Background: an optimization exercise with open tools, aiming at small area and a short achievable clock period. Do not read the settings as production practice. At most, simulation tests tie the RTL to the original design; equivalence was not proved. No functional check of the RTL was part of run 1. Power is estimated from default activity; no workload was simulated.

### config.mk
export PLATFORM = sky130hd
export DESIGN_NAME = sid_synth_top
export DESIGN_NICKNAME = sid_synth_top
export VERILOG_FILES = /design/flow/design.v
export SDC_FILE = /design/flow/constraint.sdc
export NUM_CORES = 4
export LEC_CHECK = 0
export CAP_MARGIN = 20
export CORE_MARGIN = 2
export CORE_UTILIZATION = 40
export CTS_CLUSTER_DIAMETER = 90
export CTS_CLUSTER_SIZE = 25
export SETUP_SLACK_MARGIN = 3.0
export SLEW_MARGIN = 20
### constraint.sdc
create_clock -name core_clock -period 7.0 [get_ports {clk}]
set_input_delay 1.4000 -clock core_clock [delete_from_list [all_inputs] [get_ports {clk}]]
set_output_delay 1.4000 -clock core_clock [all_outputs]
set_load 0.01 [all_outputs]
### run.sh
#!/bin/bash
# synth_recipe.tcl (not shown) runs the flow's synth.tcl, then flattens the netlist and writes it again
# the make line also repeats each setting of config.mk as NAME=value (left out here)
make -C /OpenROAD-flow-scripts/flow DESIGN_CONFIG=/design/flow/config.mk WORK_HOME=/design/flow/orfs CLKGATE_MAP_FILE= SYNTH_SCRIPT=/design/flow/synth_recipe.tcl finish
### design.v
`default_nettype none
package synth_pkg;
    localparam int REG_W = 8;
    function automatic logic [8:0] add8(input logic [7:0] a, input logic [7:0] b,
                                        input logic ci);
        logic [8:0] s;
        logic       c;
        c = ci;
        for (int i = 0; i < 8; i++) begin
            s[i] = a[i] ^ b[i] ^ c;
            c    = (a[i] & b[i]) | (c & (a[i] ^ b[i]));
        end
        s[8] = c;
        add8 = s;
    endfunction
    function automatic logic [8:0] inc8(input logic [7:0] a, input logic ci);
        logic [8:0] s;
        logic       c;
        c = ci;
        for (int i = 0; i < 8; i++) begin
            s[i] = a[i] ^ c;
            c    = a[i] & c;
        end
        s[8] = c;
        inc8 = s;
    endfunction
endpackage
`default_nettype wire
`timescale 1ns/1ps
`default_nettype none
module spi_voice_regs #(
    parameter int NUM_VOICES = 4
) (
    input  wire logic                         clk,
    input  wire logic                         rst_n,
    input  wire logic                         spi_clk,
    input  wire logic                         spi_cs_n,
    input  wire logic                         spi_mosi,
    input  wire logic                         freq_busy,
    output logic [NUM_VOICES-1:0][15:0]       freq,
    output logic [NUM_VOICES-1:0][7:0]        pw,
    output logic [NUM_VOICES-1:0][7:0]        attack,
    output logic [NUM_VOICES-1:0][7:0]        sustain,
    output logic [NUM_VOICES-1:0][3:0]        wave,      
    output logic [NUM_VOICES-1:0][3:0]        wave_n
);
    logic sclk_s1, sclk_s2, cs_n_s1, mosi_s1;
    logic [NUM_VOICES-1:0][15:0] freq_n;
    always_ff @(posedge clk or negedge rst_n) begin
        if (!rst_n) begin
            sclk_s1 <= 1'b0;
            sclk_s2 <= 1'b0;
            cs_n_s1 <= 1'b1;
            mosi_s1 <= 1'b0;
        end else begin
            sclk_s1 <= spi_clk;
            sclk_s2 <= sclk_s1;
            cs_n_s1 <= spi_cs_n;
            mosi_s1 <= spi_mosi;
        end
    end
    logic       sclk_rise;
    logic [3:0] bit_cnt;
    logic [4:0] hdr;        
    logic [7:0] dat;        
    logic       frame_done;
    assign sclk_rise  = sclk_s1 & ~sclk_s2;
    assign frame_done = ~cs_n_s1 & sclk_rise & (bit_cnt == 4'd15);
    always_ff @(posedge clk or negedge rst_n) begin
        if (!rst_n) begin
            bit_cnt <= '0;
        end else if (cs_n_s1) begin
            bit_cnt <= '0;
        end else if (sclk_rise) begin
            bit_cnt <= bit_cnt + 4'd1;
        end
    end
    always_ff @(posedge clk) begin
        if (sclk_rise && bit_cnt < 4'd5) hdr <= {hdr[3:0], mosi_s1};
        if (sclk_rise) dat <= {dat[6:0], mosi_s1};
    end
    logic       is_f;       
    logic       pend_f;     
    logic       wr_now, wr_f;
    logic [7:0] wr_data;
    assign is_f = (hdr[4:3] == 2'b00);
    always_ff @(posedge clk or negedge rst_n) begin
        if (!rst_n) pend_f <= 1'b0;
        else        pend_f <= (pend_f | (frame_done & is_f)) & freq_busy;
    end
    assign wr_now  = frame_done;
    assign wr_f    = (frame_done | pend_f) & ~freq_busy;
    assign wr_data = pend_f ? dat : {dat[6:0], mosi_s1};
    always_comb begin
        freq_n = freq;
        wave_n = wave;
        for (int v = 0; v < NUM_VOICES; v++) begin
            if (hdr[1:0] == 2'(v)) begin
                case (hdr[4:2])
                    3'd0: if (wr_f)   freq_n[v][7:0]  = wr_data;
                    3'd1: if (wr_f)   freq_n[v][15:8] = wr_data;
                    3'd6: if (wr_now) wave_n[v] = {wr_data[6], wr_data[5], wr_data[4], wr_data[0]};
                    default: ;
                endcase
            end
        end
    end
    always_ff @(posedge clk or negedge rst_n) begin
        if (!rst_n) begin
            freq    <= '0;
            pw      <= '0;
            attack  <= '0;
            sustain <= '0;
            wave    <= '0;
        end else begin
            freq <= freq_n;
            wave <= wave_n;
            if (wr_now) begin
                for (int v = 0; v < NUM_VOICES; v++) begin
                    if (hdr[1:0] == 2'(v)) begin
                        if (hdr[4:2] == 3'd2) pw[v]      <= wr_data;
                        if (hdr[4:2] == 3'd4) attack[v]  <= wr_data;
                        if (hdr[4:2] == 3'd5) sustain[v] <= wr_data;
                    end
                end
            end
        end
    end
endmodule
`default_nettype wire
`timescale 1ns/1ps
`default_nettype none
module sid_voice (
    input  wire logic        clk,
    input  wire logic        rst_n,
    input  wire logic        is254,
    input  wire logic        step_en,
    input  wire logic        at_tick,
    input  wire logic        pass2,
    input  wire logic [15:0] freq,
    input  wire logic [7:0]  pw,
    input  wire logic [7:0]  attack,
    input  wire logic [7:0]  sustain,
    input  wire logic [3:0]  wave,
    input  wire logic [3:0]  wave_n,
    output logic      [7:0]  m
);
    localparam logic [2:0] S_IDLE = 3'd0, S_ATK = 3'd1, S_DEC = 3'd2,
                           S_SUS = 3'd3, S_REL = 3'd4;
    logic [15:0] acc;    
    logic [7:0]  p;      
    logic        ca;     
    logic        cb;     
    logic        c16;    
    logic [16:0] acc_sum;
    logic [8:0]  sa, sb, sc;
    logic [8:0]  p_inc;
    logic [7:0]  p_step;
    assign acc_sum   = {1'b0, acc} + {1'b0, freq};
    assign c16       = acc_sum[16] & step_en;
    assign sa        = synth_pkg::add8({2'b0, acc[5:0]},   {2'b0, freq[5:0]   & {6{step_en}}}, 1'b0);
    assign sb        = synth_pkg::add8({3'b0, acc[10:6]},  {3'b0, freq[10:6]  & {5{at_tick}}}, ca);
    assign sc        = synth_pkg::add8({3'b0, acc[15:11]}, {3'b0, freq[15:11] & {5{pass2}}},   cb);
    assign p_inc     = synth_pkg::inc8(p, 1'b1);
    assign p_step    = c16 ? p_inc[7:0] : p;
    always_ff @(posedge clk or negedge rst_n) begin
        if (!rst_n) begin
            acc <= '0;
            p   <= '0;
            ca  <= 1'b0;
            cb  <= 1'b0;
        end else begin
            ca          <= sa[6] & step_en;
            cb          <= sb[5] & at_tick;
            acc[5:0]    <= sa[5:0];
            acc[10:6]   <= sb[4:0];
            acc[15:11]  <= sc[4:0];
            p           <= p_step;
        end
    end
    logic [7:0] env;
    logic [2:0] st;
    logic       gate;
    logic [2:0] gst, nst;
    logic [7:0] nenv, opb, sus_lvl;
    logic [3:0] nib;
    logic [8:0] esum, dec_floor;
    logic       is_atk, is_dec, is_rel, dec_le;
    assign gate    = wave_n[0];
    assign sus_lvl = {sustain[3:0], sustain[3:0]};
    always_comb begin
        gst = st;
        if (gate && (st == S_IDLE || st == S_REL)) gst = S_ATK;
        else if (!gate && (st == S_ATK || st == S_DEC || st == S_SUS)) gst = S_REL;
    end
    always_ff @(posedge clk) begin
        is_atk <= (gst == S_ATK);
        is_dec <= (gst == S_DEC);
        is_rel <= (gst == S_REL);
    end
    assign nib  = is_dec ? attack[7:4] : sustain[7:4];
    assign opb  = is_atk ? {4'b0000, attack[3:0]} : {4'b1111, ~nib};
    assign esum = {1'b0, env} + {1'b0, opb} + 9'(is_atk);
    assign dec_floor = {1'b0, sus_lvl} + 9'(attack[7:4]) + 9'd1;
    assign dec_le    = {1'b0, env} <= dec_floor;
    always_comb begin
        nst  = st;
        nenv = env;
        if (is_atk) begin
            if (esum[8] || esum[7:0] == 8'hFF) begin
                nenv = 8'hFF;
                nst  = S_DEC;
            end else begin
                nenv = esum[7:0];
                nst  = S_ATK;
            end
        end else if (is_dec) begin
            if (dec_le) begin
                nenv = sus_lvl;
                nst  = S_SUS;
            end else begin
                nenv = esum[7:0];
                nst  = S_DEC;
            end
        end else if (is_rel) begin
            if (!esum[8] || esum[7:0] == 8'h00) begin
                nenv = 8'h00;
                nst  = S_IDLE;
            end else begin
                nenv = esum[7:0];
                nst  = S_REL;
            end
        end
    end
    always_ff @(posedge clk or negedge rst_n) begin
        if (!rst_n) begin
            env <= '0;
            st  <= S_IDLE;
        end else if (step_en) begin
            env <= nenv;
            st  <= nst;
        end
    end
    logic [3:0] xlo_n, xhi, w_lo;
    logic       g_n;
    assign xlo_n = (wave_n[2] ? p_step[3:0] : 4'hF) &
                   (wave_n[1] ? ({p_step[2:0], 1'b0} ^ {4{p_step[7]}}) : 4'hF);
    assign xhi   = (wave[2] ? p[7:4] : 4'hF) & (wave[1] ? (p[6:3] ^ {4{p[7]}}) : 4'hF);
    assign g_n   = (wave[1] | wave[2] | wave[3]) & (~wave[3] | (p < pw));
    logic [11:0] o0, o1, o2, o3, o4, s1, c1, s2, c2, s3, c3, part;
    assign o0 = 12'(m);
    assign o1 = 12'(env & {8{w_lo[0]}});
    assign o2 = 12'(env & {8{w_lo[1]}}) << 1;
    assign o3 = 12'(env & {8{w_lo[2]}}) << 2;
    assign o4 = 12'(env & {8{w_lo[3]}}) << 3;
    assign s1 = o0 ^ o1 ^ o2;
    assign c1 = ((o0 & o1) | (o0 & o2) | (o1 & o2)) << 1;
    assign s2 = s1 ^ c1 ^ o3;
    assign c2 = ((s1 & c1) | (s1 & o3) | (c1 & o3)) << 1;
    assign s3 = s2 ^ c2 ^ o4;
    assign c3 = ((s2 & c2) | (s2 & o4) | (c2 & o4)) << 1;
    assign part = s3 + c3;
    always_ff @(posedge clk) begin
        w_lo <= step_en ? xlo_n : (xhi & {4{g_n}});
        m    <= part[11:4] & {8{~step_en & (~at_tick | g_n)}};
    end
endmodule
`default_nettype wire
`timescale 1ns/1ps
`default_nettype none
module voice_mixer #(
    parameter int NUM_VOICES = 4,
    parameter int MIX_W      = 10
) (
    input  wire logic                             clk,
    input  wire logic                             rst_n,
    input  wire logic [NUM_VOICES-1:0][7:0]       level,
    output logic                                  is254,
    output logic                                  step_en,
    output logic                                  at_tick,
    output logic                                  pass2,
    output logic                                  freq_busy,
    output logic      [MIX_W-1:0]                 sample,
    output logic                                  sample_valid
);
    logic [7:0] div_cnt;
    logic       seen;       
    logic       out_en;
    assign freq_busy = step_en | at_tick;
    always_ff @(posedge clk or negedge rst_n) begin
        if (!rst_n) begin
            div_cnt <= '0;
            seen    <= 1'b0;
            is254   <= 1'b0;
            step_en <= 1'b0;
            at_tick <= 1'b0;
            pass2   <= 1'b0;
            out_en  <= 1'b0;
        end else begin
            div_cnt <= div_cnt + 8'd1;
            if (step_en) seen <= 1'b1;
            is254   <= (div_cnt == 8'd253);
            step_en <= is254;
            at_tick <= step_en;
            pass2   <= at_tick;
            out_en  <= pass2 & seen;
        end
    end
    logic [MIX_W-1:0] level_sum;
    always_comb begin
        level_sum = '0;
        for (int i = 0; i < NUM_VOICES; i++) level_sum = level_sum + MIX_W'(level[i]);
    end
    always_ff @(posedge clk or negedge rst_n) begin
        if (!rst_n) begin
            sample       <= '0;
            sample_valid <= 1'b0;
        end else begin
            sample_valid <= out_en;
            if (out_en) sample <= level_sum;
        end
    end
endmodule
`default_nettype wire
`timescale 1ns/1ps
`default_nettype none
module sid_synth_top #(
    parameter  int NUM_VOICES = 4,
    parameter  int SAMPLE_DIV = 256,
    localparam int MIX_W      = synth_pkg::REG_W + 2
) (
    input  wire logic             clk,
    input  wire logic             rst_n,
    input  wire logic             spi_clk,
    input  wire logic             spi_cs_n,
    input  wire logic             spi_mosi,
    output logic      [MIX_W-1:0] sample,
    output logic                  sample_valid
);
    logic [NUM_VOICES-1:0][15:0] freq;
    logic [NUM_VOICES-1:0][7:0]  pw, attack, sustain, level;
    logic [NUM_VOICES-1:0][3:0]  wave, wave_n;
    logic                        is254, step_en, at_tick, pass2, freq_busy;
    spi_voice_regs #(
        .NUM_VOICES (NUM_VOICES)
    ) u_regs (
        .clk      (clk),
        .rst_n    (rst_n),
        .spi_clk  (spi_clk),
        .spi_cs_n (spi_cs_n),
        .spi_mosi (spi_mosi),
        .freq_busy(freq_busy),
        .freq     (freq),
        .pw       (pw),
        .attack   (attack),
        .sustain  (sustain),
        .wave     (wave),
        .wave_n   (wave_n)
    );
    for (genvar v = 0; v < NUM_VOICES; v++) begin : g_voice
        sid_voice u_voice (
            .clk     (clk),
            .rst_n   (rst_n),
            .is254   (is254),
            .step_en (step_en),
            .at_tick (at_tick),
            .pass2   (pass2),
            .freq    (freq[v]),
            .pw      (pw[v]),
            .attack  (attack[v]),
            .sustain (sustain[v]),
            .wave    (wave[v]),
            .wave_n  (wave_n[v]),
            .m       (level[v])
        );
    end
    voice_mixer #(
        .NUM_VOICES (NUM_VOICES),
        .MIX_W      (MIX_W)
    ) u_mixer (
        .clk          (clk),
        .rst_n        (rst_n),
        .level        (level),
        .is254        (is254),
        .step_en      (step_en),
        .at_tick      (at_tick),
        .pass2        (pass2),
        .freq_busy    (freq_busy),
        .sample       (sample),
        .sample_valid (sample_valid)
    );
endmodule
`default_nettype wire
==> impl_metrics.ini, run 1 <==
[detailed_routing]
routedWlPerCell_um = 16.8
dr.pass1.iters = 6
dr_total_vias = 20460
drc_errors = 0
viasPerCell = 5.20
dr.first_iter.drc_count = 1170
totalWireLength_um = 65900
ant_nets = 0

[synthesis]
synthCells = 2980
synth_top_cell_area_share_pct = 31.2
synth-edff-count = 13
synth_top_area_cell = dfrtp_1
ys_types = 94
ys_ff_latch = 431
postSynth.asyncResetShare_pct = 83.1
ys_warn_count = 3
syn_nets = 3391
synthTopCellsByArea = dfrtp_1 (31%), fa_1 (12%), ha_1 (10%), inv_1 (4.2%), dfxtp_1 (4.2%)
synth_seq_area_share_pct = 36.8
ys.flop_type = dfrtp_1
synth_area_sq_um = 28700
syn_area_per_cell_sq_um = 9.62

[final_layout]
layout_common_cells = dfrtp_1 (345), inv_1 (320), nand2_1 (314), ha_1 (240), o21ai_0 (204)
nNetsFinal = 3378
antenna_cells = 0
drive_gt1_share_pct = 7.10
final_cells = 3936
utilization_pct = 43.7
area_growth_pct = 8.46
fin_area_sq_um = 31100
final_common_cell = dfrtp_1

[hold_path]
hp-class = reg -> reg

[global_route]
grt_max_degree = 162
grt_use_total_pct = 18.2
grt_pass1_wl_um = 110000
grt_pass1_vias = 20673
antenna_found_initial = 0
overflow = 0

[power]
irDropWorstVdd_mv = 0.168
p_leak_nw = 14.5
powerDensity_nw_per_um2 = 140

[worst_setup_path]
slowest_stage = fa_1
path_cells = and2_1, fa_1, inv_1, fa_1, fa_1, inv_1, ha_1, inv_1, o41a_1, o21bai_2, a31oi_1, o21ai_1, xnor2_1, nor2_1
path_max_fanout = 7
cp_data_required_time_ns = 7.45
arrival_ns = 4.33
end_kind = flop
startpoint_type = flop
critical_path_class = reg -> reg
slowest_delay_ns = 0.54

[sta]
period_needed_ns = 3.88
final.period_utilization_pct = 55.4
rsz0062_at_grt = yes
fmax_ghz = 0.258
relSlewSlack_pct = 22.3
tns_ns = 0
slew_violations = 0
setup_viol = 0
worst_pin_slew_ns = 1.15
finalHoldViolations = 0
fin_worst_skew_ns = 0.0337

[place]
placedCellCount = 3860
post-dp-hpwl_um = 47800
placed_area_sq_um = 29800
place_congestion = 0.864
port_buffers = 15

[clocking]
clk_latency_ns = 0.61
cts-buffers-inserted = 26
cts_tree = done
clk_path_buf_depth = 3
clock_sinks = 431
htreeDepth = 1
path_clk_slew_ns = 0.10
cts_root_buf = clkbuf_16

[die]
die_w_um = 272
fp.dieArea_sq_um = 73800
ios = 16
placementRows = 98
die_h_um = 272
core_sq_um = 71200
start_util_pct = 40.2

[job]
max_cap_viol_count = 0

[outcome]
status = complete, no violations
-- Yosys cell counts (60+ instances only) --
cell type and n:
a21oi_1 172, and2_1 120, clkbuf_1 92, dfrtp_1 357, dfxtp_1 60, fa_1 166, ha_1 240, inv_1 321
nand2_1 314, nor2_1 206, o21ai_0 208, xnor2_1 82
-- worst max-delay path, delay by kind of cell (launching register included) --
kind / cells / cell delay, ns
flops: 1 / 0.46
xor+xnor: 1 / 0.14
compound gates: 4 / 0.92
buf+inv: 3 / 0.14
simple gates: 2 / 0.26
fa+ha+maj: 4 / 1.84
-- per-layer routing --
metal / vias up / part of all wire [%] / GRT usage [%]
met3: 94 / 2.9 / 1.63
met1: 9957 / 48 / 26.0
met5: - / 0 / 0
li1: 10102 / - / -
met4: 0 / 2.5 / 4.55
met2: 307 / 46 / 30.0
-- path summary, 6_finish.rpt --
path | start | to | slack (ns) | cells after the start
max in group asynchronous | rst_n | g_voice[1].u_voice.env[3] | 4.69 | 2
min | u_mixer.is254 | u_mixer.step_en | 0.36 | 0
min reg2reg | u_mixer.is254 | u_mixer.step_en | 0.36 | 0
max | g_voice[0].u_voice.env[4] | g_voice[0].u_voice.m[6] | 3.12 | 14
max reg2reg | g_voice[0].u_voice.env[4] | g_voice[0].u_voice.m[6] | 3.12 | 14
min in group asynchronous | rst_n | g_voice[2].u_voice.env[7] | 0.86 | 1
-- state kept, by name, indices dropped and copies added, names as in the netlist, 4 cells and up --
signal,flops
u_regs.wave,16
g_voice.u_voice.ca,4
u_regs.dat,8
g_voice.u_voice.p,32
g_voice.u_voice.is_rel,4
u_regs.freq,64
g_voice.u_voice.env,32
g_voice.u_voice.cb,4
u_regs.pw,32
g_voice.u_voice.acc,64
u_mixer.div_cnt,8
g_voice.u_voice.w_lo,16
g_voice.u_voice.is_atk,4
g_voice.u_voice.m,32
u_regs.attack,32
u_regs.hdr,5
u_regs.sustain,32
g_voice.u_voice.st,12
g_voice.u_voice.is_dec,4
u_regs.bit_cnt,4
u_mixer.sample,10
-- cell families after synthesis --
family / after synthesis / synth area share (%)
flops: 431 / 36.8
fa+ha+maj: 406 / 22.1
compound gates: 683 / 15.2
mux: 60 / 2.31
xor+xnor: 132 / 4.06
simple gates: 844 / 14.0
buf+inv: 424 / 5.61
-- metrics by stage --
| stage | worst slack, ns | total power [W] | hold slack [ns] |
|---|---|---|---|
| 2_1_floorplan | 3.22 | 0.00257 | 0.331 |
| 3_3_place_gp | 3.00 | 0.00264 | 0.340 |
| 3_5_place_dp | 2.88 | 0.00264 | 0.341 |
| 4_1_cts | 3.00 | 0.00442 | 0.366 |
| 5_1_grt | 2.86 | 0.00451 | 0.370 |
| 6_report | 3.12 | 0.00436 | 0.360 |
-- final cells by class --
cell class / instances / area (sq um)
sequential: 431 / 10600
fill: 6805 / 40100
clock buffer: 31 / 689
multi-input combinational: 2125 / 16700
inverter: 322 / 1210
clock inverter: 16 / 208
tap: 950 / 1190
timing repair buffer: 61 / 533
-- report_power, final --
group	switching (W)	internal, W
Combinational	0.0000694	0.0000124
Sequential	0.00000869	0.00250
Clock	0.000977	0.000791
Total	0.00106	0.00330
-- what timing repair did --
| item | in CTS | in global routing |
|---|---|---|
| pin swaps | 0 | 8 |
| setup buffers | 0 | 28 |
| endpoints found under the setup margin | 9 | 41 |
| hold buffers | 0 | 0 |
| gates resized for setup | 8 | 35 |
==> run 2: changes to the inputs <==
--- a/design.v
+++ b/design.v
@@ -40,7 +40,9 @@
     output logic [NUM_VOICES-1:0][15:0]       freq,
     output logic [NUM_VOICES-1:0][7:0]        pw,
     output logic [NUM_VOICES-1:0][7:0]        attack,
+    output logic [NUM_VOICES-1:0][7:0]        attack_n,
     output logic [NUM_VOICES-1:0][7:0]        sustain,
+    output logic [NUM_VOICES-1:0][7:0]        sustain_n,
     output logic [NUM_VOICES-1:0][3:0]        wave,      
     output logic [NUM_VOICES-1:0][3:0]        wave_n
 );
@@ -64,15 +66,19 @@
     logic [4:0] hdr;        
     logic [7:0] dat;        
     logic       frame_done;
+    logic       last;       
     assign sclk_rise  = sclk_s1 & ~sclk_s2;
-    assign frame_done = ~cs_n_s1 & sclk_rise & (bit_cnt == 4'd15);
+    assign frame_done = ~cs_n_s1 & sclk_rise & last;
     always_ff @(posedge clk or negedge rst_n) begin
         if (!rst_n) begin
             bit_cnt <= '0;
+            last    <= 1'b0;
         end else if (cs_n_s1) begin
             bit_cnt <= '0;
+            last    <= 1'b0;
         end else if (sclk_rise) begin
             bit_cnt <= bit_cnt + 4'd1;
+            last    <= (bit_cnt == 4'd14);
         end
     end
     always_ff @(posedge clk) begin
@@ -92,14 +98,18 @@
     assign wr_f    = (frame_done | pend_f) & ~freq_busy;
     assign wr_data = pend_f ? dat : {dat[6:0], mosi_s1};
     always_comb begin
-        freq_n = freq;
-        wave_n = wave;
+        freq_n    = freq;
+        wave_n    = wave;
+        attack_n  = attack;
+        sustain_n = sustain;
         for (int v = 0; v < NUM_VOICES; v++) begin
             if (hdr[1:0] == 2'(v)) begin
                 case (hdr[4:2])
                     3'd0: if (wr_f)   freq_n[v][7:0]  = wr_data;
                     3'd1: if (wr_f)   freq_n[v][15:8] = wr_data;
-                    3'd6: if (wr_now) wave_n[v] = {wr_data[6], wr_data[5], wr_data[4], wr_data[0]};
+                    3'd4: if (wr_now) attack_n[v]  = wr_data;
+                    3'd5: if (wr_now) sustain_n[v] = wr_data;
+                    3'd6: if (wr_now) wave_n[v]    = {wr_data[6], wr_data[5], wr_data[4], wr_data[0]};
                     default: ;
                 endcase
             end
@@ -113,14 +123,14 @@
             sustain <= '0;
             wave    <= '0;
         end else begin
-            freq <= freq_n;
-            wave <= wave_n;
+            freq    <= freq_n;
+            wave    <= wave_n;
+            attack  <= attack_n;
+            sustain <= sustain_n;
             if (wr_now) begin
                 for (int v = 0; v < NUM_VOICES; v++) begin
                     if (hdr[1:0] == 2'(v)) begin
                         if (hdr[4:2] == 3'd2) pw[v]      <= wr_data;
-                        if (hdr[4:2] == 3'd4) attack[v]  <= wr_data;
-                        if (hdr[4:2] == 3'd5) sustain[v] <= wr_data;
                     end
                 end
             end
@@ -140,9 +150,12 @@
     input  wire logic [15:0] freq,
     input  wire logic [7:0]  pw,
     input  wire logic [7:0]  attack,
+    input  wire logic [7:0]  attack_n,
     input  wire logic [7:0]  sustain,
+    input  wire logic [7:0]  sustain_n,
     input  wire logic [3:0]  wave,
     input  wire logic [3:0]  wave_n,
+    input  wire logic        gate_n,
     output logic      [7:0]  m
 );
     localparam logic [2:0] S_IDLE = 3'd0, S_ATK = 3'd1, S_DEC = 3'd2,
@@ -180,65 +193,53 @@
     end
     logic [7:0] env;
     logic [2:0] st;
-    logic       gate;
-    logic [2:0] gst, nst;
-    logic [7:0] nenv, opb, sus_lvl;
+    logic [2:0] gst;
+    logic [7:0] nenv, opb, sus_lvl, cval;
     logic [3:0] nib;
-    logic [8:0] esum, dec_floor;
-    logic       is_atk, is_dec, is_rel, dec_le;
-    assign gate    = wave_n[0];
-    assign sus_lvl = {sustain[3:0], sustain[3:0]};
+    logic [8:0] esum;
+    logic       is_atk, is_dec, is_rel, done, done_n;
     always_comb begin
         gst = st;
-        if (gate && (st == S_IDLE || st == S_REL)) gst = S_ATK;
-        else if (!gate && (st == S_ATK || st == S_DEC || st == S_SUS)) gst = S_REL;
+        if (gate_n && (st == S_IDLE || st == S_REL)) gst = S_ATK;
+        else if (!gate_n && (st == S_ATK || st == S_DEC || st == S_SUS)) gst = S_REL;
+    end
+    logic [8:0] atk_t;
+    logic [9:0] dx, dy, dz, ds, dc, dsum;
+    assign atk_t = {1'b0, env} + 9'(attack_n[3:0]) + 9'd2;
+    assign dx    = {2'b0, env};
+    assign dy    = {2'b0, ~sustain_n[3:0], ~sustain_n[3:0]};
+    assign dz    = {2'b0, 4'hF, ~attack_n[7:4]};
+    assign ds    = dx ^ dy ^ dz;
+    assign dc    = ((dx & dy) | (dx & dz) | (dy & dz)) << 1;
+    assign dsum  = ds + dc;
+    always_comb begin
+        case (gst)
+            S_ATK:   done_n = atk_t[8];
+            S_DEC:   done_n = ~dsum[9];
+            default: done_n = {1'b0, env} <= 9'(sustain_n[7:4]) + 9'd1;
+        endcase
     end
     always_ff @(posedge clk) begin
         is_atk <= (gst == S_ATK);
         is_dec <= (gst == S_DEC);
         is_rel <= (gst == S_REL);
+        done   <= done_n;
     end
+    assign sus_lvl = {sustain[3:0], sustain[3:0]};
     assign nib  = is_dec ? attack[7:4] : sustain[7:4];
     assign opb  = is_atk ? {4'b0000, attack[3:0]} : {4'b1111, ~nib};
     assign esum = {1'b0, env} + {1'b0, opb} + 9'(is_atk);
-    assign dec_floor = {1'b0, sus_lvl} + 9'(attack[7:4]) + 9'd1;
-    assign dec_le    = {1'b0, env} <= dec_floor;
-    always_comb begin
-        nst  = st;
-        nenv = env;
-        if (is_atk) begin
-            if (esum[8] || esum[7:0] == 8'hFF) begin
-                nenv = 8'hFF;
-                nst  = S_DEC;
-            end else begin
-                nenv = esum[7:0];
-                nst  = S_ATK;
-            end
-        end else if (is_dec) begin
-            if (dec_le) begin
-                nenv = sus_lvl;
-                nst  = S_SUS;
-            end else begin
-                nenv = esum[7:0];
-                nst  = S_DEC;
-            end
-        end else if (is_rel) begin
-            if (!esum[8] || esum[7:0] == 8'h00) begin
-                nenv = 8'h00;
-                nst  = S_IDLE;
-            end else begin
-                nenv = esum[7:0];
-                nst  = S_REL;
-            end
-        end
-    end
+    assign cval = is_atk ? 8'hFF : (is_dec ? sus_lvl : 8'h00);
+    assign nenv = (is_atk | is_dec | is_rel) ? (done ? cval : esum[7:0]) : env;
     always_ff @(posedge clk or negedge rst_n) begin
         if (!rst_n) begin
             env <= '0;
             st  <= S_IDLE;
         end else if (step_en) begin
             env <= nenv;
-            st  <= nst;
+            if (is_atk)      st <= done ? S_DEC  : S_ATK;
+            else if (is_dec) st <= done ? S_SUS  : S_DEC;
+            else if (is_rel) st <= done ? S_IDLE : S_REL;
         end
     end
     logic [3:0] xlo_n, xhi, w_lo;
@@ -247,8 +248,9 @@
                    (wave_n[1] ? ({p_step[2:0], 1'b0} ^ {4{p_step[7]}}) : 4'hF);
     assign xhi   = (wave[2] ? p[7:4] : 4'hF) & (wave[1] ? (p[6:3] ^ {4{p[7]}}) : 4'hF);
     assign g_n   = (wave[1] | wave[2] | wave[3]) & (~wave[3] | (p < pw));
+    logic        use_m;
     logic [11:0] o0, o1, o2, o3, o4, s1, c1, s2, c2, s3, c3, part;
-    assign o0 = 12'(m);
+    assign o0 = 12'(m & {8{use_m}});
     assign o1 = 12'(env & {8{w_lo[0]}});
     assign o2 = 12'(env & {8{w_lo[1]}}) << 1;
     assign o3 = 12'(env & {8{w_lo[2]}}) << 2;
@@ -261,8 +263,9 @@
     assign c3 = ((s2 & c2) | (s2 & o4) | (c2 & o4)) << 1;
     assign part = s3 + c3;
     always_ff @(posedge clk) begin
-        w_lo <= step_en ? xlo_n : (xhi & {4{g_n}});
-        m    <= part[11:4] & {8{~step_en & (~at_tick | g_n)}};
+        w_lo  <= step_en ? xlo_n : (xhi & {4{g_n}});
+        use_m <= at_tick & g_n;
+        m     <= part[11:4];
     end
 endmodule
 `default_nettype wire
@@ -306,11 +309,16 @@
             out_en  <= pass2 & seen;
         end
     end
-    logic [MIX_W-1:0] level_sum;
-    always_comb begin
-        level_sum = '0;
-        for (int i = 0; i < NUM_VOICES; i++) level_sum = level_sum + MIX_W'(level[i]);
-    end
+    logic [MIX_W-1:0] l0, l1, l2, l3, s1, c1, s2, c2, level_sum;
+    assign l0 = MIX_W'(level[0]);
+    assign l1 = MIX_W'(level[1]);
+    assign l2 = MIX_W'(level[2]);
+    assign l3 = MIX_W'(level[3]);
+    assign s1 = l0 ^ l1 ^ l2;
+    assign c1 = ((l0 & l1) | (l0 & l2) | (l1 & l2)) << 1;
+    assign s2 = s1 ^ c1 ^ l3;
+    assign c2 = ((s1 & c1) | (s1 & l3) | (c1 & l3)) << 1;
+    assign level_sum = s2 + c2;
     always_ff @(posedge clk or negedge rst_n) begin
         if (!rst_n) begin
             sample       <= '0;
@@ -338,7 +346,7 @@
     output logic                  sample_valid
 );
     logic [NUM_VOICES-1:0][15:0] freq;
-    logic [NUM_VOICES-1:0][7:0]  pw, attack, sustain, level;
+    logic [NUM_VOICES-1:0][7:0]  pw, attack, attack_n, sustain, sustain_n, level;
     logic [NUM_VOICES-1:0][3:0]  wave, wave_n;
     logic                        is254, step_en, at_tick, pass2, freq_busy;
     spi_voice_regs #(
@@ -353,7 +361,9 @@
         .freq     (freq),
         .pw       (pw),
         .attack   (attack),
+        .attack_n (attack_n),
         .sustain  (sustain),
+        .sustain_n(sustain_n),
         .wave     (wave),
         .wave_n   (wave_n)
     );
@@ -368,9 +378,12 @@
             .freq    (freq[v]),
             .pw      (pw[v]),
             .attack  (attack[v]),
+            .attack_n(attack_n[v]),
             .sustain (sustain[v]),
+            .sustain_n(sustain_n[v]),
             .wave    (wave[v]),
             .wave_n  (wave_n[v]),
+            .gate_n  (wave_n[v][0]),
             .m       (level[v])
         );
     end
==> impl_metrics.ini, run 2 <==
[sta]
final.period_utilization_pct = 54.5
setup_viol = 0
worst_pin_slew_ns = 1.02
fmax_ghz = 0.262
period_needed_ns = 3.81
fin_ws_ns = 3.19
tns_ns = 0
whs_ns = 0.349
slew_violations = 0
rsz0062_at_grt = yes
finalHoldViolations = 0
relSlewSlack_pct = 31.7
fin_worst_skew_ns = 0.0240

[synthesis]
synth_area_sq_um = 28500
syn_nets = 3356
synth.most_common_cell = nand2_1
postSynth.asyncResetShare_pct = 81.6
ys.flop_type = dfrtp_1
syn_area_per_cell_sq_um = 9.81
synth_seq_area_share_pct = 37.7
synthTopCellsByArea = dfrtp_1 (31%), fa_1 (13%), ha_1 (12%), nand2_1 (4.9%), dfxtp_1 (4.8%)
ys_types = 78
synthTopCellsByCount = nand2_1 (370), dfrtp_1 (358), inv_1 (323), ha_1 (270), o21ai_0 (185)
synth_top_area_cell = dfrtp_1
synth_top_cell_area_share_pct = 31.5
ys_ff_latch = 440
synth-edff-count = 13
synthCells = 2901
ys_warn_count = 3

[die]
die_h_um = 271
placementRows = 97
start_util_pct = 40.5
ios = 16
die_w_um = 271
fp.dieArea_sq_um = 73300
core_sq_um = 70300

[detailed_routing]
ant_nets = 0
routedWlPerCell_um = 17.4
dr.pass1.iters = 5
dr_total_vias = 20324
viasPerCell = 5.28
drc_errors = 0
dr.first_iter.drc_count = 1267
totalWireLength_um = 67100

[outcome]
status = complete, no violations

[place]
post-dp-hpwl_um = 49300
place_ws_ns = 2.97
port_buffers = 15
place_congestion = 0.880

[worst_setup_path]
arrival_ns = 4.34
cp_data_required_time_ns = 7.53
critical_path_class = reg -> reg
path_max_fanout = 8
rr_worst_depth = 12
startpoint_type = flop
end_kind = flop

[clocking]
cts-buffers-inserted = 28
cts_hold_buf = 0
clk_path_buf_depth = 3
clock_sinks = 440
cts_root_buf = clkbuf_16
htreeDepth = 1
cts_tree = done
clk_latency_ns = 0.61
path_clk_slew_ns = 0.10

[power]
p_leak_nw = 15.1
irDropWorstVdd_mv = 0.174
powerDensity_nw_per_um2 = 145

[final_layout]
drive_gt1_share_pct = 6.42
fillers = 6593
area_growth_pct = 8.49
reg_top3 = g_voice.u_voice.acc x64, u_regs.freq x64
final_common_cell = nand2_1
antenna_cells = 0
nNetsFinal = 3345
layout_common_cells = nand2_1 (370), dfrtp_1 (344), inv_1 (323), ha_1 (270), o21ai_0 (185)

[global_route]
antenna_found_initial = 0
grt_max_degree = 159
grt_use_total_pct = 18.6
grt_pass1_wl_um = 111000
grt_pass1_vias = 20985
overflow = 0

[hold_path]
hold_depth = 0
hp-class = reg -> reg

[job]
max_cap_viol_count = 0
[run 2: cell types whose count changed in the layout (fill, tap and decap cells not counted), moves of 18 or more]
cell,before,now
nand2_1,314,370
nor2_1,201,159
ha_1,240,270
nor2b_1,12,38
and2_1,120,98
a21o_1,54,34
o21a_1,25,44
o21ai_0,204,185
xnor2_1,82,64
[run 2: cell type report]
cell class	count	area, sq um	area share, %
Clock buffer	32	737	2.39
Clock inverter	20	226	0.733
Inverter	323	1210	3.93
Multi-Input combinational cell	2043	16300	52.7
Sequential cell	440	10800	34.9
Tap cell	940	1180	3.81
Timing Repair Buffer	54	473	1.53
[run 2: cell families after synthesis]
kind of cell | after synthesis | synth area share [%]
multiplexers | 62 | 2.34
buffers and inverters | 418 | 5.53
XOR/XNOR | 100 | 3.08
adder cells (fa/ha/maj) | 454 | 24.7
flip-flops | 440 | 37.7
AO/OA/AOI/OAI | 578 | 12.6
AND/OR/NAND/NOR | 849 | 14.1
[run 2: path summary, 6_finish.rpt]
path	slack, ns	start	end
max reg2reg	3.19	g_voice[2].u_voice.env[4]	g_voice[2].u_voice.m[6]
max in group asynchronous	4.88	rst_n	g_voice[1].u_voice.env[2]
min reg2reg	0.35	u_mixer.is254	u_mixer.step_en
min in group asynchronous	0.75	rst_n	g_voice[2].u_voice.acc[1]
max	3.19	g_voice[2].u_voice.env[4]	g_voice[2].u_voice.m[6]
min	0.35	u_mixer.is254	u_mixer.step_en
[run 2: timing repair]
item,4_1_cts,5_1_grt
setup endpoints to repair,3,10
resized for setup,3,33
pin swaps,0,1
buffers inserted,0,23
gates cloned,0,0
[run 2: critical path, stage by stage, from the launching register on]
cell	delay (ns)
dfrtp_1	0.56
nand2_1	0.13
fa_1	0.53
fa_1	0.42
fa_1	0.49
inv_1	0.06
ha_1	0.27
a31o_2	0.20
a21o_1	0.20
a311o_1	0.39
a21o_1	0.19
a21oi_1	0.17
xnor2_1	0.14
[run 2: report_power, final]
part	total, W	internal [W]	leakage, nW	switching (W)
sequential	0.00256	0.00255	5.65	0.00000827
clock	0.00184	0.000817	0.466	0.00103
combinational	0.0000840	0.0000129	8.95	0.0000711
[run 2: per-stage QoR]
| step | instance area [sq um] | std cells | power [W] | utilization, % |
|---|---|---|---|---|
| after floorplan | 28500 | 2901 | 0.00262 | - |
| after global placement | 29700 | 3777 | 0.00270 | 42.2 |
| after detailed placement | 29700 | 3777 | 0.00270 | 42.2 |
| after CTS | 30600 | 3829 | 0.00456 | 43.6 |
| after global routing | 30900 | 3852 | 0.00465 | 44.0 |
| final | 30900 | 3852 | 0.00449 | 44.0 |
[run 2: metal layers]
metal	routed length, um	part of all wire, %	vias to the layer above	track usage, %
li1	-	-	9721	-
met1	31400	47	10108	26.0
met2	31300	47	400	30.8
met3	2570	3.8	95	2.18
met4	1780	2.6	0	4.75
met5	0	0	-	0
==> run 3: changes to the inputs <==
--- a/config.mk
+++ b/config.mk
@@ -10,5 +10,5 @@
 export CORE_UTILIZATION = 40
 export CTS_CLUSTER_DIAMETER = 90
 export CTS_CLUSTER_SIZE = 25
-export SETUP_SLACK_MARGIN = 3.0
+export SETUP_SLACK_MARGIN = 3.8
 export SLEW_MARGIN = 20
==> impl_metrics.ini, run 3 <==
[sta]
worst_pin_slew_ns = 0.949
finalHoldViolations = 0
fmax_ghz = 0.282
relSlewSlack_pct = 36.5
final.period_utilization_pct = 50.7
rsz0062_at_grt = yes
fin_worst_skew_ns = 0.0270
tns_ns = 0
setup_viol = 0
slew_violations = 0
period_needed_ns = 3.55

[worst_setup_path]
slowest_stage = fa_1
slowest_delay_ns = 0.49
path_max_fanout = 5
reg2reg_from = g_voice[0].u_voice.w_lo[0]
arrival_ns = 4.09
cp_top_family = adder cells
rr_worst_depth = 15
r2r-end = g_voice[0].u_voice.m[6]
startpoint_type = flop
cp_data_required_time_ns = 7.54
crit_buf_inv = 4
path_cells = buf_4, nand2_2, fa_1, inv_1, fa_1, inv_1, fa_1, inv_2, ha_4, a31o_4, a21o_1, a311o_1, a21o_1, a21oi_2, xnor2_1
reg2reg_slack_ns = 3.45
crit_start = g_voice[0].u_voice.w_lo[0]
end_kind = flop
critical_path_class = reg -> reg
path_common_cell = fa_1

[place]
post-dp-hpwl_um = 50500
port_buffers = 15
place_congestion = 0.866
placed_area_sq_um = 29800

[synthesis]
synthTopCellsByCount = nand2_1 (370), dfrtp_1 (358), inv_1 (323), ha_1 (270), o21ai_0 (185)
synth_top_area_cell = dfrtp_1
synth_xor_area_share_pct = 3.08
synth_area_sq_um = 28500
synthSimpleGateAreaFrac_pct = 14.1
synth.area.mux_share_pct = 2.34
synth_seq_area_share_pct = 37.7
synth.most_common_cell = nand2_1
synthCells = 2901
synth-edff-count = 13
synth_top_cell_area_share_pct = 31.5
ys_warn_count = 3
ys.flop_type = dfrtp_1
synth_compound_area_share_pct = 12.6
syn_area_per_cell_sq_um = 9.81
synth_top_family_by_area = adder cells
ys_types = 78
synth_fa_ha_area_share_pct = 24.7
synthTopCellsByArea = dfrtp_1 (31%), fa_1 (13%), ha_1 (12%), nand2_1 (4.9%), dfxtp_1 (4.8%)
syn_nets = 3356
ys_ff_latch = 440
postSynth.asyncResetShare_pct = 81.6

[clocking]
cts_hold_buf = 0
cts-buffers-inserted = 28
cts_tree = done
clk_path_buf_depth = 3
htreeDepth = 1
cts_root_buf = clkbuf_16
clock_sinks = 440
clk_latency_ns = 0.61
path_clk_slew_ns = 0.10

[final_layout]
nNetsFinal = 3462
final_common_cell = nand2_1
drive_gt1_share_pct = 15.5
reg_top3 = g_voice.u_voice.acc x64, u_regs.freq x64
layout_common_cells = nand2_1 (350), dfrtp_1 (335), inv_1 (311), ha_1 (257), o21ai_0 (164)
area_growth_pct = 15.1
fin_area_sq_um = 32800
utilization_pct = 46.6

[hold_path]
hold_depth = 0
min_from = u_mixer.is254
hold-path-endpoint = u_mixer.step_en
hp-class = reg -> reg

[global_route]
overflow = 0
grt_pass1_vias = 21942
grt_use_total_pct = 19.6
antenna_found_initial = 1
grt_pass1_wl_um = 117000
grt_max_degree = 114

[outcome]
status = complete, no violations

[detailed_routing]
routedWlPerCell_um = 18.0
ant_nets = 0
totalWireLength_um = 71500
drc_errors = 0
dr_total_vias = 20996
viasPerCell = 5.29
dr.first_iter.drc_count = 1076
dr.pass1.iters = 5

[die]
die_h_um = 271
die_w_um = 271
fp.dieArea_sq_um = 73300
core_sq_um = 70300
placementRows = 97
start_util_pct = 40.5
ios = 16

[power]
irDropWorstVdd_mv = 0.181
total_power_w = 0.00452
powerDensity_nw_per_um2 = 138
p_leak_nw = 15.9

[job]
max_cap_viol_count = 0
==> run 3: cell counts after synthesis <==
Identical to the previous run, type by type.
==> run 3: final cells by class <==
class / instances / area (sq um)
fillers: 6450 / 37500
multi-input cells: 2043 / 17000
flip-flops and latches: 440 / 10900
repair buffers: 171 / 1550
inverters: 323 / 1210
well taps: 940 / 1180
clock buffers: 34 / 766
clock inverters: 18 / 204
diodes: 2 / 5.00
==> run 3: per-layer routing <==
layer,up-vias,track usage [%],wire length (um),share of wire [%]
met5,-,0,0,0
met4,0,6.40,2190,3.1
met3,114,3.37,3680,5.2
met2,424,32.7,33600,47
met1,10496,26.0,32000,45
li1,9962,-,-,-
==> run 3: timing repair <==
item	CTS	global route
pin swaps	65	71
gates cloned	2	1
setup buffers	80	55
gates resized for setup	121	119
setup endpoints to repair	40	42
==> run 3: through the flow <==
| stage | hold WS (ns) | cells | worst slack (ns) |
|---|---|---|---|
| global placement | 0.335 | 3778 | 3.13 |
| floorplan | 0.331 | 2901 | 3.57 |
| detailed placement | 0.340 | 3778 | 3.01 |
| CTS | 0.364 | 3912 | 3.41 |
| finish | 0.362 | 3971 | 3.45 |
| global route | 0.370 | 3969 | 3.30 |
==> run 3: worst max-delay path by stage <==
stage                                   end  slack (ns)  cells after the start
floorplan           g_voice[0].u_voice.m[6]        3.57                     14
global placement    g_voice[1].u_voice.done        3.13                     15
detailed placement  g_voice[1].u_voice.done        3.01                     15
CTS                 g_voice[0].u_voice.m[7]        3.41                     14
global route        g_voice[0].u_voice.m[6]        3.30                     15
finish              g_voice[0].u_voice.m[6]        3.45                     15
==> run 3: report_power, final <==
part           switching, W  internal (W)   total, W
Sequential       0.00000792       0.00254    0.00255
Combinational     0.0000754     0.0000193  0.0000947
Clock               0.00104      0.000837    0.00188
==> run 3: cell families (layout without fill, tap and decap cells) <==
group / count (synthesis) / count (layout)
simple gates: 849 / 849
compound gates: 578 / 578
fa+ha+maj: 454 / 454
flops: 440 / 440
buf+inv: 418 / 546
xor+xnor: 100 / 100
mux: 62 / 62
other cells: 0 / 2
==> run 4: changes to the inputs <==
--- a/config.mk
+++ b/config.mk
@@ -10,5 +10,5 @@
 export CORE_UTILIZATION = 40
 export CTS_CLUSTER_DIAMETER = 90
 export CTS_CLUSTER_SIZE = 25
-export SETUP_SLACK_MARGIN = 3.8
+export SETUP_SLACK_MARGIN = 4.0
 export SLEW_MARGIN = 20
==> impl_metrics.ini, run 4 <==
[worst_setup_path]
startpoint_type = flop
path_max_fanout = 8
cp_data_required_time_ns = 7.57
arrival_ns = 4.12
critical_path_class = reg -> reg
rr_worst_depth = 14
end_kind = flop

[detailed_routing]
routedWlPerCell_um = 17.8
dr.first_iter.drc_count = 1600
drc_errors = 0
ant_nets = 0
viasPerCell = 5.26
dr.pass1.iters = 5
dr_total_vias = 20872
totalWireLength_um = 70600

[global_route]
grt_max_degree = 140
grt_use_total_pct = 19.5
grt_pass1_wl_um = 116000
overflow = 0
antenna_found_initial = 0
grt_pass1_vias = 21819

[power]
seq_power_share_pct = 54.4
switching_share_pct = 25.4
p_leak_nw = 16.0
clkPwrFrac_pct = 43.5
powerDensity_nw_per_um2 = 142
combPwrFrac_pct = 2.1
p_switching_w = 0.00119
irDropWorstVdd_mv = 0.164
p_int_w = 0.00349
total_power_w = 0.00468

[synthesis]
synth_top_cell_area_share_pct = 31.5
postSynth.asyncResetShare_pct = 81.6
ys_ff_latch = 440
ys.flop_type = dfrtp_1
ys_types = 78
synth_seq_area_share_pct = 37.7
synthCells = 2901
synthTopCellsByCount = nand2_1 (370), dfrtp_1 (358), inv_1 (323), ha_1 (270), o21ai_0 (185)
syn_nets = 3356
synth.most_common_cell = nand2_1
synth-edff-count = 13
ys_warn_count = 3
synthTopCellsByArea = dfrtp_1 (31%), fa_1 (13%), ha_1 (12%), nand2_1 (4.9%), dfxtp_1 (4.8%)
syn_area_per_cell_sq_um = 9.81
synth_area_sq_um = 28500
synth_top_area_cell = dfrtp_1

[die]
fp.dieArea_sq_um = 73300
placementRows = 97
core_sq_um = 70300
die_h_um = 271
ios = 16
start_util_pct = 40.5
die_w_um = 271

[hold_path]
hp-class = reg -> reg
hold_depth = 0

[sta]
tns_ns = 0
fmax_ghz = 0.282
worst_pin_slew_ns = 0.913
fin_worst_skew_ns = 0.0417
relSlewSlack_pct = 38.6
period_needed_ns = 3.55
finalHoldViolations = 0
setup_viol = 0
slew_violations = 0
final.period_utilization_pct = 50.7
whs_ns = 0.365
rsz0062_at_grt = yes

[outcome]
status = complete, no violations

[clocking]
cts_root_buf = clkbuf_16
clk_latency_ns = 0.64
cts-buffers-inserted = 30
path_clk_slew_ns = 0.10
cts_hold_buf = 0
htreeDepth = 1
clk_path_buf_depth = 3
clock_sinks = 440
cts_tree = done

[final_layout]
final_common_cell = nand2_1
layout_common_cells = nand2_1 (354), dfrtp_1 (332), inv_1 (310), ha_1 (257), o21ai_0 (167)
reg_top3 = g_voice.u_voice.acc x64, u_regs.freq x64
area_growth_pct = 15.4
drive_gt1_share_pct = 16.1
nNetsFinal = 3460
antenna_cells = 0
fin_area_sq_um = 32900

[place]
port_buffers = 15
post-dp-hpwl_um = 49700
place_congestion = 0.883
placed_area_sq_um = 29900

[job]
max_cap_viol_count = 0
[run 4: final cells by class]
| type | count | area, sq um |
|---|---|---|
| well taps | 940 | 1180 |
| inverters | 323 | 1210 |
| multi-input cells | 2043 | 17000 |
| fillers | 6445 | 37400 |
| flip-flops and latches | 440 | 10900 |
| clock buffers | 33 | 793 |
| clock inverters | 23 | 313 |
| repair buffers | 167 | 1500 |
[run 4: final timing paths]
path / start / endpoint / slack [ns]
max: g_voice[0].u_voice.use_m / g_voice[0].u_voice.m[6] / 3.45
min: u_mixer.is254 / u_mixer.step_en / 0.36
max reg2reg: g_voice[0].u_voice.use_m / g_voice[0].u_voice.m[6] / 3.45
min reg2reg: u_mixer.is254 / u_mixer.step_en / 0.36
max in group asynchronous: rst_n / g_voice[0].u_voice.env[7] / 4.75
min in group asynchronous: rst_n / g_voice[3].u_voice.env[6] / 0.79
[run 4: timing repair]
item                                    CTS  global route
hold endpoints to repair                  0             0
endpoints found under the setup margin   60            61
pin swaps                                41            55
buffers inserted                         85            49
resized for setup                       139           100
gates cloned                              1             0
[run 4: logic make-up after synthesis]
family,share of synthesized area [%]
flops,37.7
compound gates,12.6
mux,2.34
buf+inv,5.53
fa+ha+maj,24.7
xor+xnor,3.08
simple gates,14.1
[run 4: power groups by stage]
stage | registers, W | clock network (W) | logic, W
floorplan | 0.00261 | 0 | 0.0000174
global placement | 0.00261 | 0 | 0.0000868
detailed placement | 0.00261 | 0 | 0.0000877
CTS | 0.00255 | 0.00210 | 0.0000964
global route | 0.00255 | 0.00219 | 0.000108
finish | 0.00255 | 0.00204 | 0.0000969
[run 4: layer usage]
| layer | vias up | global-route usage (%) | wire length [um] |
|---|---|---|---|
| li1 | 9953 | - | - |
| met1 | 10399 | 26.3 | 31700 |
| met2 | 399 | 32.5 | 33300 |
| met3 | 121 | 3.00 | 3260 |
| met4 | 0 | 5.89 | 2260 |
| met5 | - | 0 | 0 |
[run 4: per-stage QoR]
step,util (%),worst slack [ns],instances
6_report,46.8,3.45,3969
5_1_grt,46.8,3.32,3969
4_1_cts,45.7,3.42,3919
3_5_place_dp,42.5,3.13,3777
3_3_place_gp,42.5,3.17,3777
2_1_floorplan,-,3.57,2901
[run 4: critical path, stage by stage, from the launching register on]
cell and delay, ns:
dfxtp_4 0.44, nand2_4 0.06, fa_1 0.53, inv_1 0.05, fa_1 0.49, inv_2 0.04, fa_1 0.49, inv_2 0.06
ha_4 0.21, a31o_4 0.23, a21o_1 0.16, a311o_1 0.29, a21o_1 0.18, a21oi_2 0.13, xnor2_1 0.12
==> run 5: changes to the inputs <==
--- a/config.mk
+++ b/config.mk
@@ -10,5 +10,5 @@
 export CORE_UTILIZATION = 40
 export CTS_CLUSTER_DIAMETER = 90
 export CTS_CLUSTER_SIZE = 25
-export SETUP_SLACK_MARGIN = 4.0
+export SETUP_SLACK_MARGIN = 3.3
 export SLEW_MARGIN = 20
==> impl_metrics.ini, run 5 <==
[global_route]
grt_max_degree = 147
overflow = 0
grt_pass1_vias = 21215
antenna_found_initial = 0
grt_pass1_wl_um = 113000
grt_use_total_pct = 18.9

[clocking]
clk_latency_ns = 0.61
cts_hold_buf = 0
cts-buffers-inserted = 26
cts_tree = done
clock_sinks = 440
htreeDepth = 1
cts_root_buf = clkbuf_16
clk_path_buf_depth = 3
path_clk_slew_ns = 0.11

[synthesis]
syn_area_per_cell_sq_um = 9.81
synth_seq_area_share_pct = 37.7
synth-edff-count = 13
ys.flop_type = dfrtp_1
synth.most_common_cell = nand2_1
synthTopCellsByCount = nand2_1 (370), dfrtp_1 (358), inv_1 (323), ha_1 (270), o21ai_0 (185)
synth_top_cell_area_share_pct = 31.5
ys_ff_latch = 440
syn_nets = 3356
synthCells = 2901
synthTopCellsByArea = dfrtp_1 (31%), fa_1 (13%), ha_1 (12%), nand2_1 (4.9%), dfxtp_1 (4.8%)
ys_types = 78
ys_warn_count = 3
postSynth.asyncResetShare_pct = 81.6
synth_area_sq_um = 28500
synth_top_area_cell = dfrtp_1

[worst_setup_path]
rr_worst_depth = 15
path_common_cell = fa_1
path_max_fanout = 3
slowest_delay_ns = 0.56
cp_data_required_time_ns = 7.50
slowest_stage = fa_1
critical_path_class = reg -> reg
startpoint_type = flop
end_kind = flop
reg2reg_slack_ns = 3.37
path_cells = buf_4, nand2_1, fa_1, fa_1, fa_1, nor4bb_2, and2_1, fa_2, a21o_1, a21oi_2, o21bai_1, a21oi_2, nor2b_1, o21ai_0, nand2b_1
arrival_ns = 4.13
r2r-end = g_voice[0].u_voice.m[7]
reg2reg_from = g_voice[0].u_voice.env[3]
crit_start = g_voice[0].u_voice.env[3]

[job]
max_cap_viol_count = 0

[place]
place_congestion = 0.872
post-dp-hpwl_um = 49800
port_buffers = 15

[sta]
relSlewSlack_pct = 34.1
slew_violations = 0
whs_ns = 0.357
tns_ns = 0
fmax_ghz = 0.276
setup_viol = 0
fin_worst_skew_ns = 0.0260
period_needed_ns = 3.63
final.period_utilization_pct = 51.8
finalHoldViolations = 0
rsz0062_at_grt = yes
worst_pin_slew_ns = 0.988

[hold_path]
hold-path-endpoint = u_mixer.step_en
hold_depth = 0
hp-class = reg -> reg
min_from = u_mixer.is254

[detailed_routing]
dr.first_iter.drc_count = 1271
dr.pass1.iters = 6
ant_nets = 0
totalWireLength_um = 67800
routedWlPerCell_um = 17.5
drc_errors = 0
viasPerCell = 5.25
dr_total_vias = 20350

[die]
core_sq_um = 70300
start_util_pct = 40.5
fp.dieArea_sq_um = 73300
placementRows = 97
ios = 16
die_h_um = 271
die_w_um = 271

[final_layout]
layout_common_cells = nand2_1 (364), dfrtp_1 (335), inv_1 (318), ha_1 (267), o21ai_0 (181)
area_growth_pct = 9.94
drive_gt1_share_pct = 8.92
final_common_cell = nand2_1
nNetsFinal = 3372
utilization_pct = 44.5
reg_top3 = g_voice.u_voice.acc x64, u_regs.freq x64

[power]
powerDensity_nw_per_um2 = 143
p_leak_nw = 15.2
irDropWorstVdd_mv = 0.154

[outcome]
status = complete, no violations
run 5: cell counts after synthesis:
No cell type changed its count.
run 5: how the worst max path moves through the flow:
stage                                          to  cells after the start  slack (ns)
after floorplan           g_voice[2].u_voice.m[7]                     15        3.31
after global placement    g_voice[3].u_voice.done                     15        2.95
after detailed placement  g_voice[3].u_voice.done                     15        2.89
after CTS                 g_voice[0].u_voice.m[6]                     14        3.30
after global routing      g_voice[0].u_voice.m[7]                     15        3.20
final                     g_voice[0].u_voice.m[7]                     15        3.37
run 5: final cells by class:
class,instances,area (sq um)
Tap cell,940,1180
Antenna cell,1,2.50
Clock buffer,34,702
Inverter,323,1210
Fill cell,6619,39000
Timing Repair Buffer,83,728
Clock inverter,14,220
Multi-Input combinational cell,2043,16400
Sequential cell,440,10800
run 5: power breakdown:
part,internal (W),switching (W),leakage (nW)
Combinational,0.0000134,0.0000713,9.14
Clock,0.000831,0.00101,0.442
Sequential,0.00254,0.00000788,5.64
run 5: timing repair:
action                                  CTS  global route
pin swaps                                 7            33
gates cloned                              0             0
resized for setup                        56            51
hold endpoints to repair                  0             0
buffers inserted                         18            35
endpoints found under the setup margin   16            16
run 5: routing by layer:
layer  GRT usage, %  vias up  wire length, um
met1           25.4    10130            31000
li1               -     9782                -
met5              0        -                0
met3           2.48      101             2430
met4           6.14        0             2350
met2           31.5      337            32100
run 5: critical path, delay by kind of cell, from the launching register on:
kind / cells / cell delay (ns)
simple gates: 5 / 0.42
buf+inv: 1 / 0.14
compound gates: 5 / 0.72
flops: 1 / 0.43
fa+ha+maj: 4 / 1.81
run 5: per-stage QoR:
step	cell area [sq um]	worst slack, ns	power [W]	cells
finish	31300	3.37	0.00447	3878
global placement	29700	2.95	0.00269	3776
CTS	30800	3.30	0.00453	3842
global route	31300	3.20	0.00463	3877
detailed placement	29700	2.89	0.00270	3776
floorplan	28500	3.31	0.00262	2901
run 5: logic make-up after synthesis:
group,Yosys count,synth area share [%]
buffers and inverters,418,5.53
muxes,62,2.34
and+or+nand+nor,849,14.1
DFF,440,37.7
xor gates and xnor gates,100,3.08
AOI/OAI and AO/OA,578,12.6
adders and majority gates,454,24.7
==> run 6: changes to the inputs <==
--- a/config.mk
+++ b/config.mk
@@ -10,5 +10,5 @@
 export CORE_UTILIZATION = 40
 export CTS_CLUSTER_DIAMETER = 90
 export CTS_CLUSTER_SIZE = 25
-export SETUP_SLACK_MARGIN = 3.3
+export SETUP_SLACK_MARGIN = 3.5
 export SLEW_MARGIN = 20
==> impl_metrics.ini, run 6 <==
[final_layout]
antenna_cells = 0
area_growth_pct = 11.0
fillers = 6526
nNetsFinal = 3390
final_common_cell = nand2_1
reg_top3 = g_voice.u_voice.acc x64, u_regs.freq x64
fin_area_sq_um = 31600
layout_common_cells = nand2_1 (363), dfrtp_1 (334), inv_1 (319), ha_1 (266), o21ai_0 (179)
drive_gt1_share_pct = 10.2

[synthesis]
ys_ff_latch = 440
ys.flop_type = dfrtp_1
synth_area_sq_um = 28500
syn_nets = 3356
ys_types = 78
synth-edff-count = 13
synth_top_cell_area_share_pct = 31.5
synthTopCellsByArea = dfrtp_1 (31%), fa_1 (13%), ha_1 (12%), nand2_1 (4.9%), dfxtp_1 (4.8%)
ys_warn_count = 3
synthTopCellsByCount = nand2_1 (370), dfrtp_1 (358), inv_1 (323), ha_1 (270), o21ai_0 (185)
syn_area_per_cell_sq_um = 9.81
synth.most_common_cell = nand2_1
synth_seq_area_share_pct = 37.7
postSynth.asyncResetShare_pct = 81.6
synthCells = 2901
synth_top_area_cell = dfrtp_1

[sta]
worst_pin_slew_ns = 0.976
period_needed_ns = 3.58
whs_ns = 0.365
setup_viol = 0
tns_ns = 0
relSlewSlack_pct = 34.7
finalHoldViolations = 0
rsz0062_at_grt = yes
final.period_utilization_pct = 51.1
slew_violations = 0
fmax_ghz = 0.279
fin_worst_skew_ns = 0.0245

[worst_setup_path]
slowest_delay_ns = 0.55
cp_top_family = adder cells
path_max_fanout = 7
crit_buf_inv = 3
reg2reg_slack_ns = 3.42
path_cells = nand2_4, fa_1, inv_2, fa_1, inv_1, fa_1, inv_2, ha_4, a31o_2, a21o_1, a311o_1, a21o_1, a21oi_2, xnor2_1
cp_data_required_time_ns = 7.54
end_kind = flop
arrival_ns = 4.11
slowest_stage = fa_1
path_common_cell = fa_1
critical_path_class = reg -> reg
startpoint_type = flop

[die]
die_h_um = 271
core_sq_um = 70300
start_util_pct = 40.5
die_w_um = 271
ios = 16
fp.dieArea_sq_um = 73300
placementRows = 97

[power]
p_int_w = 0.00341
clkPwrFrac_pct = 41.6
switching_share_pct = 24.7
seq_power_share_pct = 56.4
p_leak_nw = 15.4
p_switching_w = 0.00112
irDropWorstVdd_mv = 0.169
powerDensity_nw_per_um2 = 143
combPwrFrac_pct = 1.9

[job]
max_cap_viol_count = 0

[detailed_routing]
top_layer_used = met4
wl_met3_um = 2790
dr.first_iter.drc_count = 1361
viasPerCell = 5.25
drc_errors = 0
routedWlPerCell_um = 17.9
dr_total_vias = 20447
drt-met1-wl_um = 32100
dr.pass1.iters = 5
ant_nets = 0
totalWireLength_um = 69700
dr_wl_met2_um = 33100

[global_route]
grt_pass1_vias = 21473
grt_max_degree = 149
overflow = 0
grt_pass1_wl_um = 116000
grt_use_total_pct = 19.4
antenna_found_initial = 0

[clocking]
htreeDepth = 1
cts_tree = done
path_clk_slew_ns = 0.09
clk_path_buf_depth = 3
clk_latency_ns = 0.62
cts_root_buf = clkbuf_16
clock_sinks = 440
cts-buffers-inserted = 28

[place]
placed_area_sq_um = 29700
port_buffers = 15
post-dp-hpwl_um = 50700
place_congestion = 0.881

[outcome]
status = complete, no violations

[hold_path]
hp-class = reg -> reg
run 6: cell counts after synthesis:
No cell type changed its count.
run 6: power groups by stage:
stage | Combinational, W | Clock (W) | Sequential [W]
after global placement | 0.0000857 | 0 | 0.00261
after detailed placement | 0.0000877 | 0 | 0.00261
final | 0.0000872 | 0.00188 | 0.00255
after global routing | 0.0000979 | 0.00203 | 0.00255
after floorplan | 0.0000171 | 0 | 0.00261
after CTS | 0.0000883 | 0.00194 | 0.00255
run 6: cells by family after synthesis:
| kind of cell | synth area share (%) |
|---|---|
| AOI/OAI and AO/OA | 12.6 |
| xor gates and xnor gates | 3.08 |
| adders and majority gates | 24.7 |
| buffers and inverters | 5.53 |
| DFF | 37.7 |
| muxes | 2.34 |
| and+or+nand+nor | 14.1 |
run 6: what timing repair did:
| item | in CTS | in global routing |
|---|---|---|
| endpoints found under the hold margin | 0 | 0 |
| setup buffers | 45 | 21 |
| setup endpoints to repair | 20 | 28 |
| hold buffers | 0 | 0 |
| pin swaps | 16 | 29 |
| resized for setup | 71 | 50 |
run 6: worst paths after layout:
path                                        endpoint                startpoint  cells past startpoint
max in group asynchronous  g_voice[0].u_voice.env[7]                     rst_n                      2
min reg2reg                          u_mixer.step_en             u_mixer.is254                      0
min                                  u_mixer.step_en             u_mixer.is254                      0
min in group asynchronous  g_voice[3].u_voice.env[4]                     rst_n                      1
max reg2reg                  g_voice[0].u_voice.m[6]  g_voice[0].u_voice.use_m                     14
max                          g_voice[0].u_voice.m[6]  g_voice[0].u_voice.use_m                     14
run 6: final cells by class:
class                   count  area, sq um  share of cell area (%)
clock buffers              33          739                    2.34
multi-input cells        2043        16500                    52.3
well taps                 940         1180                    3.72
clock inverters            19          228                   0.720
inverters                 323         1210                    3.84
repair buffers             99          856                    2.71
flip-flops and latches    440        10900                    34.3
run 6: stage by stage:
step | power (W) | worst slack [ns] | std cells | utilization (%)
floorplan | 0.00262 | 3.48 | 2901 | -
global placement | 0.00269 | 3.20 | 3779 | 42.3
detailed placement | 0.00270 | 3.12 | 3779 | 42.3
CTS | 0.00458 | 3.38 | 3876 | 44.5
global route | 0.00468 | 3.26 | 3897 | 45.0
finish | 0.00452 | 3.42 | 3897 | 45.0
run 6: per-layer routing:
| layer | track usage [%] | vias up |
|---|---|---|
| met5 | 0 | - |
| met2 | 32.8 | 334 |
| met1 | 26.6 | 10213 |
| li1 | - | 9809 |
| met4 | 4.54 | 0 |
| met3 | 2.39 | 91 |
==> run 7: changes to the inputs <==
--- a/config.mk
+++ b/config.mk
@@ -5,6 +5,7 @@
 export SDC_FILE = /design/flow/constraint.sdc
 export NUM_CORES = 4
 export LEC_CHECK = 0
+export ABC_AREA = 1
 export CAP_MARGIN = 20
 export CORE_MARGIN = 2
 export CORE_UTILIZATION = 40
==> impl_metrics.ini, run 7 <==
[outcome]
status = complete, no violations

[global_route]
grt_pass1_wl_um = 113000
grt_use_total_pct = 18.9
grt_max_degree = 134
grt_pass1_vias = 20967
antenna_found_initial = 2

[sta]
tns_ns = 0
period_needed_ns = 3.44
fmax_ghz = 0.290
slew_violations = 0
finalHoldViolations = 0
final.period_utilization_pct = 49.2
worst_pin_slew_ns = 0.898

[final_layout]
reg_top3 = g_voice.u_voice.acc x64, u_regs.freq x64
final_common_cell = nand2_1
antenna_cells = 0
drive_gt1_share_pct = 6.92
utilization_pct = 44.1
nNetsFinal = 3831
layout_common_cells = nand2_1 (815), inv_1 (605), dfrtp_1 (332), ha_1 (267), a21oi_1 (186)
area_growth_pct = 9.52
ff_latch_area_sq_um = 10800

[detailed_routing]
dr.first_iter.drc_count = 1382
wl_met3_um = 2440
viasPerCell = 4.94
dr_wl_met2_um = 32000
drc_errors = 0
totalWireLength_um = 68500
routedWlPerCell_um = 15.8
drt-met1-wl_um = 33100
ant_nets = 0
dr.pass1.iters = 5

[power]
irDropWorstVdd_mv = 0.176
p_leak_nw = 16.5

[clocking]
htreeDepth = 1
clk_path_buf_depth = 3
cts_root_buf = clkbuf_16
path_clk_slew_ns = 0.09
clk_latency_ns = 0.62
cts_tree = done
clock_sinks = 440

[synthesis]
ys_ff_latch = 440
ys_warn_count = 3
synthCells = 3357
syn_nets = 3812
postSynth.asyncResetShare_pct = 81.6
synth.most_common_cell = nand2_1
synth-edff-count = 13
syn_area_per_cell_sq_um = 8.57
synth_top_area_cell = dfrtp_1
synth_top_cell_area_share_pct = 31.1
synthTopCellsByArea = dfrtp_1 (31%), fa_1 (13%), ha_1 (12%), nand2_1 (11%), inv_1 (7.9%)

[place]
post-dp-hpwl_um = 51200
port_buffers = 15
place_congestion = 0.883
placed_area_sq_um = 29900

[die]
start_util_pct = 40.3
core_sq_um = 71400
fp.dieArea_sq_um = 74100
die_w_um = 272
ios = 16

[worst_setup_path]
end_kind = flop
path_common_cell = fa_1
arrival_ns = 3.96
critical_path_class = reg -> reg
path_cells = nand2_1, fa_1, fa_1, fa_1, nor4_2, fa_1, nand3_1, nand2_1, a21oi_1, inv_1, a21oi_1, nor2_1, o21ai_0, nand2_1
cp_top_family = adder cells
slowest_stage = fa_1
cp_data_required_time_ns = 7.51

[job]
max_cap_viol_count = 0

[hold_path]
hp-class = reg -> reg
run 7: cell count changes in the layout (fill, tap and decap cells not counted), sizes merged, moves of 43 or more:
cell	delta
and2	-94
inv	+293
nand2	+460
nand3	+117
nor2	-58
o22ai	+54
xnor2	-43
run 7: layer usage:
layer  global-route usage, %  up-vias
met5                       0        -
met4                    3.08        0
met3                    1.58       60
met2                    31.1      338
met1                    27.7    10331
li1                        -    10734
run 7: report_power, final:
part           total (W)  switching (W)  internal (W)
combinational  0.0000822      0.0000719     0.0000103
clock            0.00190        0.00104      0.000869
sequential       0.00255     0.00000495       0.00255
total            0.00454        0.00111       0.00343
run 7: final cells by class:
cell class,instances,share of cell area [%]
Clock buffer,34,2.43
Clock inverter,17,0.727
Sequential cell,440,34.3
Multi-Input combinational cell,2221,49.5
Timing Repair Buffer,65,1.80
Inverter,620,7.39
Tap cell,950,3.77
run 7: what timing repair did:
item	in CTS	in global routing
pin swaps	0	19
endpoints found under the setup margin	13	18
resized for setup	31	68
hold buffers	0	0
setup buffers	4	37
run 7: logic make-up after synthesis:
group,count (synthesis),synth area share (%)
buf+inv,696,9.16
compound gates,535,10.3
simple gates,1174,17.0
flops,440,37.3
xor+xnor,61,1.86
mux,1,0.0348
fa+ha+maj,450,24.3
run 7: path summary, 6_finish.rpt:
check | from | endpoint | slack [ns] | cells past startpoint
worst min-delay path | u_mixer.is254 | u_mixer.step_en | 0.36 | 0
worst min register to register | u_mixer.is254 | u_mixer.step_en | 0.36 | 0
min in group asynchronous | rst_n | g_voice[2].u_voice.acc[2] | 0.69 | 1
worst max register to register | g_voice[2].u_voice.env[1] | g_voice[2].u_voice.m[7] | 3.56 | 14
max in group asynchronous | rst_n | g_voice[3].u_voice.env[1] | 5.01 | 2
worst max-delay path | g_voice[2].u_voice.env[1] | g_voice[2].u_voice.m[7] | 3.56 | 14
run 7: through the flow:
stage          std cells  setup slack (ns)  hold WS, ns  total power [W]
6_report            4347              3.56        0.363          0.00454
5_1_grt             4347              3.36        0.373          0.00470
4_1_cts             4310              3.37        0.369          0.00461
2_1_floorplan       3357              3.51        0.331          0.00263
3_3_place_gp        4255              3.27        0.345          0.00269
3_5_place_dp        4255              3.23        0.348          0.00269
run 7: worst reg2reg max path, delay by kind of cell (launching register included):
family,cells,cell delay [ns]
adders and majority gates,4,1.91
DFF,1,0.46
and+or+nand+nor,6,0.45
AOI/OAI and AO/OA,3,0.47
buffers and inverters,1,0.05

Re-timed with assumed drivers on the ports (clkbuf_16 on the clock, buf_2 on other inputs), run 7 has 3.556 ns of setup slack against 3.556 ns with ideal ports, and 3.556 ns once port delays also move by the mid clock arrival of 0.665 ns.
